Context: an optimization exercise on an open-source flow, tuned for small area, a short achievable clock period and few clock cycles per item. The choices shown serve that exercise and are no tape-out recipe. Only simulation tests tie the RTL to the original design; equivalence was not proved. No activity file was given, so power comes from the tool's default toggle rates.

==> flow/design.v <==
package axi_burst_pkg;
   localparam int ADDR_W    = 32;
   localparam int DATA_W    = 32;
   localparam int STRB_W    = DATA_W / 8;
   localparam int ID_W      = 4;
   localparam int LEN_W     = 4;
   localparam int MEM_WORDS = 256;
   typedef logic [ADDR_W-1:0] addr_t;
   typedef logic [DATA_W-1:0] data_t;
   typedef logic [STRB_W-1:0] strb_t;
   typedef logic [ID_W-1:0]   id_t;
   typedef logic [LEN_W-1:0]  len_t;
   typedef logic [2:0]        size_t;
   typedef logic [1:0]        burst_t;
   typedef logic [1:0]        resp_t;
   localparam burst_t BURST_FIXED = 2'd0;
   localparam burst_t BURST_INCR  = 2'd1;
   localparam burst_t BURST_WRAP  = 2'd2;
   localparam resp_t RESP_OKAY   = 2'd0;
   localparam resp_t RESP_SLVERR = 2'd2;
endpackage
module burst_addr_gen #(
   parameter axi_burst_pkg::addr_t BASE_ADDR = 32'h0000_0000,
   parameter axi_burst_pkg::addr_t HIGH_ADDR = 32'h0000_02FF
) (
   input  logic                  ACLK,
   input  logic                  ARESETN,
   input  logic                  load,
   input  axi_burst_pkg::addr_t  start_addr,
   input  axi_burst_pkg::len_t   len,
   input  axi_burst_pkg::size_t  size,
   input  axi_burst_pkg::burst_t burst,
   input  logic                  advance,
   output axi_burst_pkg::addr_t  addr,
   output logic                  last,
   output logic                  addr_ok
);
   logic [1:0]           size_c;
   logic                 wrap_len;
   axi_burst_pkg::addr_t ld_step;
   axi_burst_pkg::addr_t ld_span;
   axi_burst_pkg::addr_t ld_mask;
   axi_burst_pkg::addr_t step;
   axi_burst_pkg::addr_t wrap_base;
   axi_burst_pkg::addr_t wrap_mask;
   axi_burst_pkg::len_t  cnt;
   always_comb
   begin
      size_c   = (size > 3'd2) ? 2'd2 : size[1:0];
      wrap_len = (len == 4'd1) || (len == 4'd3) || (len == 4'd7) || (len == 4'd15);
      ld_span  = (axi_burst_pkg::addr_t'(len) + 1'b1) << size_c;
      ld_step  = (burst == axi_burst_pkg::BURST_FIXED) ? '0 : axi_burst_pkg::addr_t'(1) << size_c;
      ld_mask  = (burst == axi_burst_pkg::BURST_WRAP && wrap_len) ? ld_span - 1'b1 : '1;
   end
   always_ff @(posedge ACLK)
   begin
      if (!ARESETN)
         cnt <= '0;
      else if (load)
         cnt <= len;
      else if (advance && cnt != '0)
         cnt <= cnt - 1'b1;
   end
   always_ff @(posedge ACLK)
   begin
      if (load)
      begin
         addr      <= start_addr;
         step      <= ld_step;
         wrap_mask <= ld_mask;
         wrap_base <= start_addr & ~ld_mask;
      end
      else if (advance)
         addr <= wrap_base | ((addr + step) & wrap_mask);
   end
   assign last    = (cnt == '0);
   assign addr_ok = (addr >= BASE_ADDR) && (addr <= HIGH_ADDR);
endmodule
module word_mem #(
   parameter int DEPTH = 256
) (
   input  logic                     ACLK,
   input  logic                     we,
   input  logic [$clog2(DEPTH)-1:0] windex,
   input  axi_burst_pkg::data_t     wdata,
   input  axi_burst_pkg::strb_t     wstrb,
   input  logic [$clog2(DEPTH)-1:0] rindex,
   output axi_burst_pkg::data_t     rdata
);
   axi_burst_pkg::data_t mem [DEPTH];
   always_ff @(posedge ACLK)
   begin
      if (we)
      begin
         for (int b = 0; b < axi_burst_pkg::STRB_W; b++)
         begin
            if (wstrb[b])
               mem[windex][8*b +: 8] <= wdata[8*b +: 8];
         end
      end
   end
   assign rdata = mem[rindex];
endmodule
module axi_write_ctrl #(
   parameter axi_burst_pkg::addr_t BASE_ADDR = 32'h0000_0000,
   parameter axi_burst_pkg::addr_t HIGH_ADDR = 32'h0000_02FF
) (
   input  logic                  ACLK,
   input  logic                  ARESETN,
   input  axi_burst_pkg::id_t    awid,
   input  axi_burst_pkg::addr_t  awaddr,
   input  axi_burst_pkg::len_t   awlen,
   input  axi_burst_pkg::size_t  awsize,
   input  axi_burst_pkg::burst_t awburst,
   input  logic                  awvalid,
   output logic                  awready,
   input  axi_burst_pkg::data_t  wdata,
   input  axi_burst_pkg::strb_t  wstrb,
   input  logic                  wvalid,
   output logic                  wready,
   output axi_burst_pkg::id_t    bid,
   output axi_burst_pkg::resp_t  bresp,
   output logic                  bvalid,
   input  logic                  bready,
   output logic                  mem_we,
   output logic [$clog2(axi_burst_pkg::MEM_WORDS)-1:0] mem_windex,
   output axi_burst_pkg::data_t  mem_wdata,
   output axi_burst_pkg::strb_t  mem_wstrb
);
   localparam int IDX_W = $clog2(axi_burst_pkg::MEM_WORDS);
   localparam logic [1:0] ST_ADDR = 2'd0;
   localparam logic [1:0] ST_DATA = 2'd1;
   localparam logic [1:0] ST_RESP = 2'd2;
   logic [1:0]           state;
   logic                 err;
   logic                 aw_fire;
   logic                 w_fire;
   axi_burst_pkg::addr_t gen_addr;
   logic                 gen_last;
   logic                 gen_ok;
   assign aw_fire = awvalid && awready;
   assign w_fire  = wvalid && wready;
   burst_addr_gen #(
      .BASE_ADDR (BASE_ADDR),
      .HIGH_ADDR (HIGH_ADDR)
   ) i_burst_addr_gen (
      .ACLK       (ACLK),
      .ARESETN    (ARESETN),
      .load       (aw_fire),
      .start_addr (awaddr),
      .len        (awlen),
      .size       (awsize),
      .burst      (awburst),
      .advance    (w_fire),
      .addr       (gen_addr),
      .last       (gen_last),
      .addr_ok    (gen_ok)
   );
   always_ff @(posedge ACLK)
   begin
      if (!ARESETN)
      begin
         state   <= ST_ADDR;
         awready <= 1'b0;
         wready  <= 1'b0;
         bvalid  <= 1'b0;
         err     <= 1'b0;
      end
      else
      begin
         case (state)
            ST_ADDR:
            begin
               awready <= 1'b1;
               if (aw_fire)
               begin
                  awready <= 1'b0;
                  wready  <= 1'b1;
                  err     <= 1'b0;
                  state   <= ST_DATA;
               end
            end
            ST_DATA:
            begin
               if (w_fire)
               begin
                  if (!gen_ok)
                     err <= 1'b1;
                  if (gen_last)
                  begin
                     wready <= 1'b0;
                     bvalid <= 1'b1;
                     state  <= ST_RESP;
                  end
               end
            end
            default:
            begin
               if (bready)
               begin
                  bvalid  <= 1'b0;
                  awready <= 1'b1;
                  state   <= ST_ADDR;
               end
            end
         endcase
      end
   end
   always_ff @(posedge ACLK)
   begin
      if (aw_fire)
         bid <= awid;
   end
   assign bresp = err ? axi_burst_pkg::RESP_SLVERR : axi_burst_pkg::RESP_OKAY;
   assign mem_we     = w_fire && gen_ok;
   assign mem_windex = gen_addr[IDX_W+1:2];
   assign mem_wdata  = wdata;
   assign mem_wstrb  = wstrb;
endmodule
module axi_read_ctrl #(
   parameter axi_burst_pkg::addr_t BASE_ADDR = 32'h0000_0000,
   parameter axi_burst_pkg::addr_t HIGH_ADDR = 32'h0000_02FF
) (
   input  logic                  ACLK,
   input  logic                  ARESETN,
   input  axi_burst_pkg::id_t    arid,
   input  axi_burst_pkg::addr_t  araddr,
   input  axi_burst_pkg::len_t   arlen,
   input  axi_burst_pkg::size_t  arsize,
   input  axi_burst_pkg::burst_t arburst,
   input  logic                  arvalid,
   output logic                  arready,
   output axi_burst_pkg::id_t    rid,
   output axi_burst_pkg::data_t  rdata,
   output axi_burst_pkg::resp_t  rresp,
   output logic                  rlast,
   output logic                  rvalid,
   input  logic                  rready,
   output logic [$clog2(axi_burst_pkg::MEM_WORDS)-1:0] mem_rindex,
   input  axi_burst_pkg::data_t  mem_rdata
);
   localparam int IDX_W = $clog2(axi_burst_pkg::MEM_WORDS);
   localparam logic [1:0] ST_ADDR    = 2'd0;
   localparam logic [1:0] ST_FETCH   = 2'd1;
   localparam logic [1:0] ST_PRESENT = 2'd2;
   logic [1:0]           state;
   logic                 ar_fire;
   logic                 r_fire;
   axi_burst_pkg::addr_t gen_addr;
   logic                 gen_last;
   logic                 gen_ok;
   assign ar_fire = arvalid && arready;
   assign r_fire  = rvalid && rready;
   burst_addr_gen #(
      .BASE_ADDR (BASE_ADDR),
      .HIGH_ADDR (HIGH_ADDR)
   ) i_burst_addr_gen (
      .ACLK       (ACLK),
      .ARESETN    (ARESETN),
      .load       (ar_fire),
      .start_addr (araddr),
      .len        (arlen),
      .size       (arsize),
      .burst      (arburst),
      .advance    (r_fire),
      .addr       (gen_addr),
      .last       (gen_last),
      .addr_ok    (gen_ok)
   );
   always_ff @(posedge ACLK)
   begin
      if (!ARESETN)
      begin
         state   <= ST_ADDR;
         arready <= 1'b0;
         rvalid  <= 1'b0;
         rlast   <= 1'b0;
      end
      else
      begin
         case (state)
            ST_ADDR:
            begin
               arready <= 1'b1;
               if (ar_fire)
               begin
                  arready <= 1'b0;
                  state   <= ST_FETCH;
               end
            end
            ST_FETCH:
            begin
               rvalid <= 1'b1;
               rlast  <= gen_last;
               state  <= ST_PRESENT;
            end
            default:
            begin
               if (r_fire)
               begin
                  rvalid <= 1'b0;
                  rlast  <= 1'b0;
                  if (rlast)
                  begin
                     arready <= 1'b1;
                     state   <= ST_ADDR;
                  end
                  else
                     state <= ST_FETCH;
               end
            end
         endcase
      end
   end
   always_ff @(posedge ACLK)
   begin
      if (ar_fire)
         rid <= arid;
      if (state == ST_FETCH)
      begin
         rdata <= gen_ok ? mem_rdata : '0;
         rresp <= gen_ok ? axi_burst_pkg::RESP_OKAY : axi_burst_pkg::RESP_SLVERR;
      end
   end
   assign mem_rindex = gen_addr[IDX_W+1:2];
endmodule
module axi_burst_slave #(
   parameter axi_burst_pkg::addr_t BASE_ADDR = 32'h0000_0000,
   parameter axi_burst_pkg::addr_t HIGH_ADDR = 32'h0000_02FF
) (
   input  logic                  ACLK,
   input  logic                  ARESETN,
   input  axi_burst_pkg::id_t    awid,
   input  axi_burst_pkg::addr_t  awaddr,
   input  axi_burst_pkg::len_t   awlen,
   input  axi_burst_pkg::size_t  awsize,
   input  axi_burst_pkg::burst_t awburst,
   input  logic                  awvalid,
   output logic                  awready,
   input  axi_burst_pkg::data_t  wdata,
   input  axi_burst_pkg::strb_t  wstrb,
   input  logic                  wlast,
   input  logic                  wvalid,
   output logic                  wready,
   output axi_burst_pkg::id_t    bid,
   output axi_burst_pkg::resp_t  bresp,
   output logic                  bvalid,
   input  logic                  bready,
   input  axi_burst_pkg::id_t    arid,
   input  axi_burst_pkg::addr_t  araddr,
   input  axi_burst_pkg::len_t   arlen,
   input  axi_burst_pkg::size_t  arsize,
   input  axi_burst_pkg::burst_t arburst,
   input  logic                  arvalid,
   output logic                  arready,
   output axi_burst_pkg::id_t    rid,
   output axi_burst_pkg::data_t  rdata,
   output axi_burst_pkg::resp_t  rresp,
   output logic                  rlast,
   output logic                  rvalid,
   input  logic                  rready
);
   localparam int IDX_W = $clog2(axi_burst_pkg::MEM_WORDS);
   logic                 mem_we;
   logic [IDX_W-1:0]     mem_windex;
   axi_burst_pkg::data_t mem_wdata;
   axi_burst_pkg::strb_t mem_wstrb;
   logic [IDX_W-1:0]     mem_rindex;
   axi_burst_pkg::data_t mem_rdata;
   axi_write_ctrl #(
      .BASE_ADDR (BASE_ADDR),
      .HIGH_ADDR (HIGH_ADDR)
   ) i_axi_write_ctrl (
      .ACLK       (ACLK),
      .ARESETN    (ARESETN),
      .awid       (awid),
      .awaddr     (awaddr),
      .awlen      (awlen),
      .awsize     (awsize),
      .awburst    (awburst),
      .awvalid    (awvalid),
      .awready    (awready),
      .wdata      (wdata),
      .wstrb      (wstrb),
      .wvalid     (wvalid),
      .wready     (wready),
      .bid        (bid),
      .bresp      (bresp),
      .bvalid     (bvalid),
      .bready     (bready),
      .mem_we     (mem_we),
      .mem_windex (mem_windex),
      .mem_wdata  (mem_wdata),
      .mem_wstrb  (mem_wstrb)
   );
   axi_read_ctrl #(
      .BASE_ADDR (BASE_ADDR),
      .HIGH_ADDR (HIGH_ADDR)
   ) i_axi_read_ctrl (
      .ACLK       (ACLK),
      .ARESETN    (ARESETN),
      .arid       (arid),
      .araddr     (araddr),
      .arlen      (arlen),
      .arsize     (arsize),
      .arburst    (arburst),
      .arvalid    (arvalid),
      .arready    (arready),
      .rid        (rid),
      .rdata      (rdata),
      .rresp      (rresp),
      .rlast      (rlast),
      .rvalid     (rvalid),
      .rready     (rready),
      .mem_rindex (mem_rindex),
      .mem_rdata  (mem_rdata)
   );
   word_mem #(
      .DEPTH (axi_burst_pkg::MEM_WORDS)
   ) i_word_mem (
      .ACLK   (ACLK),
      .we     (mem_we),
      .windex (mem_windex),
      .wdata  (mem_wdata),
      .wstrb  (mem_wstrb),
      .rindex (mem_rindex),
      .rdata  (mem_rdata)
   );
endmodule
==> flow/run.sh <==
#!/bin/bash
# synth_recipe.tcl (not shown) runs the flow's synth.tcl, then flattens the netlist and writes it again
# the make line also repeats each setting of config.mk as NAME=value (left out here)
make -C /OpenROAD-flow-scripts/flow DESIGN_CONFIG=/design/flow/config.mk WORK_HOME=/design/flow/orfs CLKGATE_MAP_FILE= SYNTH_SCRIPT=/design/flow/synth_recipe.tcl finish
==> flow/config.mk <==
export PLATFORM = sky130hd
export DESIGN_NAME = axi_burst_slave
export DESIGN_NICKNAME = axi_burst_slave
export VERILOG_FILES = /design/flow/design.v
export SDC_FILE = /design/flow/constraint.sdc
export NUM_CORES = 4
export LEC_CHECK = 0
export CAP_MARGIN = 20
export CORE_MARGIN = 2
export CORE_UTILIZATION = 40
export SLEW_MARGIN = 20
export SYNTH_MEMORY_MAX_BITS = 16384
==> flow/constraint.sdc <==
create_clock -name core_clock -period 7.0 [get_ports {ACLK}]
set_input_delay 1.4000 -clock core_clock [delete_from_list [all_inputs] [get_ports {ACLK}]]
set_output_delay 1.4000 -clock core_clock [all_outputs]
set_load 0.01 [all_outputs]
==> results.tsv <==
metric	value	unit
initial DRC count	20510	
WP buf/inv	2	
Core Rows	304	
Num CTS Buffers	702	
placed wire-length estimate	501.9	mm
WP depth	9	
boundary pin count	184	
clk root buf	clkbuf_16	
Critical Path AT	5.81	ns
type of the most critical hold path	flip-flop to flip-flop	
Post CTS Setup Buffer Count	0	
DR WL/cell	32.39	um
Worst-Margin Slew	1.438	ns
Switch Pwr	20.78	mW
worst hold slack	0.4391	ns
Clk network pwr share	0.408	
clock sink count	7010	
status	timing/DRC/antenna clean	
die width	833.4	um
Internal Power	69.48	mW
Synth cell types	88	
vias in the first global route	139200	
PwrDens	288.6	nW/um2
RSZ-0062 raised after global routing	false	
Yosys reg bits	7010	
Mapped Cells	13810	
Final Max Slew Viols	0	
CTS tree	yes	
most frequent cells in the layout	6,991 x edfxtp_1, 1,389 x mux4_2, 1,009 x nor2_1, 754 x mux2i_1, 711 x clkbuf_16	
CP Cell Sequence	buf_12 -> buf_12 -> and2_4 -> a221oi_1 -> o21ai_0 -> o22ai_1 -> a21oi_1 -> nand4_1 -> a21oi_1	
fmax	0.2001	GHz
CP startpoint kind	flip-flop	
Logic pwr share	0.074	
global-route wire length before repair	1098	mm
Residual DRC	0	
largest net degree at the start of global routing	161	
Mapped Area	275200	um2
sequential power share	0.518	
initial antenna violation count	70	
area occupied by registers	210300	um2
initial core utilization	0.4015	
grt peak-use layer	met2	
final setup fails	0	
post_cts resized	0	
Reg clk slew, reported paths	0.06	ns
Tmin final	4.998	ns
Fin. Hold Viols	0	
Peak VDD IR	299.9	uV
Vias	142700	
critical path's top delay family	compound AO/OA/AOI/OAI gates	
htree depth	6	
crit path kind	flip-flop to flip-flop	
Hold Buf Count CTS	0	
most common cell after layout, fill and taps aside	edfxtp_1	
slowest CP cell	a21oi_1	
GR Util All Layers	0.2238	
sw frac	0.2302	
Fillers	57900	
Ys Warns	4	
register area share after synthesis	0.7643	
Clock Skews	0.1085	ns
area occupied by multi-input gates	62680	um2
commonest register cell after synthesis	edfxtp_1	
layout cells sized above 1	0.1939	
DIE HEIGHT	833.4	um
leak pwr	99.14	nW
total gr overflow	0	
Worst slew margin	0.04157	
max-cap violation count	0	
WP data required	7.81	ns
post-DR vias/cell	5.788	
FFs w/ async S/R, synth	0	
post-route setup TNS	0	ns
Synth Area per Inst	19.93	um2
met2 GRT Util	0.3476	
slowest stage delay, CP	0.78	ns
CP Max Fanout	32	
Post-layout nets	15040	
Die Area	694600	um2
placed inst area	290500	um2
Core Region	685400	um2
final WL	798.5	mm
Hold Path Depth	2	
Post-synth EDFFs	6991	
first drt pass iteration count	6	
Area Growth Syn to Fin	13.64	%
routability cong.	0.8416	
Reg2Reg Depth	9	
fin area	312700	um2
clk buf depth	4	
met1 Usage GRT	0.3094	
Final ANT Viol Nets	0	
final worst path period share	0.7140	
Clock Latency Late Sink	1.17	ns
Port Buf Inserts	180	
Critical Path End Type	flip-flop	
met3 Use GR	0.04931	
power by group through the flow:
| stage | clock (mW) | combinational [mW] | sequential, mW |
|---|---|---|---|
| finish | 36.8 | 6.70 | 46.8 |
| detailed placement | 0 | 6.65 | 47.7 |
| global placement | 0 | 6.58 | 47.6 |
| global route | 38.8 | 6.97 | 46.8 |
| CTS | 37.2 | 6.66 | 46.8 |
| floorplan | 0 | 3.69 | 47.6 |
final timing paths:
check	end	startpoint	slack (ns)
setup / recovery	i_axi_read_ctrl.rdata[18]	i_axi_read_ctrl.i_burst_addr_gen.addr[4]	2.00
hold / removal	i_axi_write_ctrl.bvalid	i_axi_write_ctrl.bvalid	0.44
setup reg to reg	i_axi_read_ctrl.rdata[18]	i_axi_read_ctrl.i_burst_addr_gen.addr[4]	2.00
hold reg to reg	i_axi_write_ctrl.bvalid	i_axi_write_ctrl.bvalid	0.44
registers in the layout (all words and copies together) (netlist names), 4 cells and up:
name / cells
i_axi_write_ctrl.i_burst_addr_gen.cnt: 4
i_axi_read_ctrl.i_burst_addr_gen.addr: 32
i_axi_write_ctrl.i_burst_addr_gen.addr: 32
i_axi_read_ctrl.rid: 4
i_axi_write_ctrl.bid: 4
i_axi_write_ctrl.i_burst_addr_gen.wrap_base: 32
i_axi_read_ctrl.i_burst_addr_gen.step: 4
i_word_mem.mem: 6784
i_axi_write_ctrl.i_burst_addr_gen.step: 4
i_axi_read_ctrl.i_burst_addr_gen.wrap_base: 32
i_axi_read_ctrl.rdata: 32
i_axi_read_ctrl.i_burst_addr_gen.wrap_mask: 15
i_axi_write_ctrl.i_burst_addr_gen.wrap_mask: 15
i_axi_read_ctrl.i_burst_addr_gen.cnt: 4
tightest hold or removal path, stage by stage, from the launching register on:
cell and delay [ns]:
dfxtp_1 0.30, inv_1 0.04, a21oi_1 0.05
Yosys cell counts (108+ instances only):
| master | n | area [um2] |
|---|---|---|
| edfxtp_1 | 6991 | 209900 |
| mux4_2 | 1389 | 31280 |
| nor2_1 | 1025 | 3847 |
| mux2i_1 | 754 | 7547 |
| nand2_1 | 596 | 2237 |
| clkbuf_1 | 395 | 1483 |
| a21oi_1 | 375 | 1877 |
| o22ai_1 | 241 | 1508 |
| o221ai_1 | 238 | 2085 |
| buf_2 | 142 | 710.7 |
| nand3_1 | 134 | 670.6 |
| mux2_2 | 126 | 1419 |
| buf_6 | 108 | 1216 |
cell type report:
type | instances | share of cell area
timing repair buffer | 574 | 0.01886
tap | 9180 | 0.03673
clock buffer | 863 | 0.05872
inverter | 45 | 0.0006122
clock inverter | 400 | 0.01186
antenna | 31 | 0.0002481
multi-input combinational | 6550 | 0.2004
sequential | 7010 | 0.6725
layer usage:
metal,share of wire,vias up
li1,-,58250
met4,0.047,30
met3,0.10,1304
met5,0.00024,-
met1,0.39,75910
met2,0.46,7196
metrics by stage:
step,utilization,instances,total power [mW],worst slack (ns)
detailed placement,0.4238,23360,54.30,1.815
floorplan,-,14450,51.26,3.128
finish,0.4562,24650,90.26,2.002
global placement,0.4237,23350,54.22,0.3022
global route,0.4561,24620,92.51,1.918
CTS,0.4561,24620,90.58,2.057
logic make-up after synthesis:
group,synth area share
flip-flops,0.7643
multiplexers,0.1463
AND/OR/NAND/NOR,0.03327
AO/OA/AOI/OAI,0.03461
buffers and inverters,0.01845
XOR/XNOR,0.002133
adder cells (fa/ha/maj),0.0008730
other,0.00002729
Testbench counts, summed over its fixed seeds: cycles 23,038, beats 21,616.

## re-timing with driven ports
No port has a modelled driver above. Below, the same layout with a new extraction and two added sets of constraints.
Step 1 sets driving cells, clkbuf_16 on the clock port and buf_2 on the other inputs (assumed; they add their load-dependent delay and slew).
Step 2 times the ports against the registers' clock, not the clock port: input delays grow and output delays shrink by t, the midpoint of the rising clock arrivals with the driver on.
a / b / c = ideal ports / drivers / drivers and shift; a / b = the first two.
shift t [ns]: 1.240
slack for setup (ns): 2.002 / 2.002 / 1.788
clock arrival spread, ns: 0.115 / 0.115
After both steps setup and hold are still met in this run. For this run, drivers alone change the setup slack by 0.000 ns; drivers and shift together by -0.214 ns.
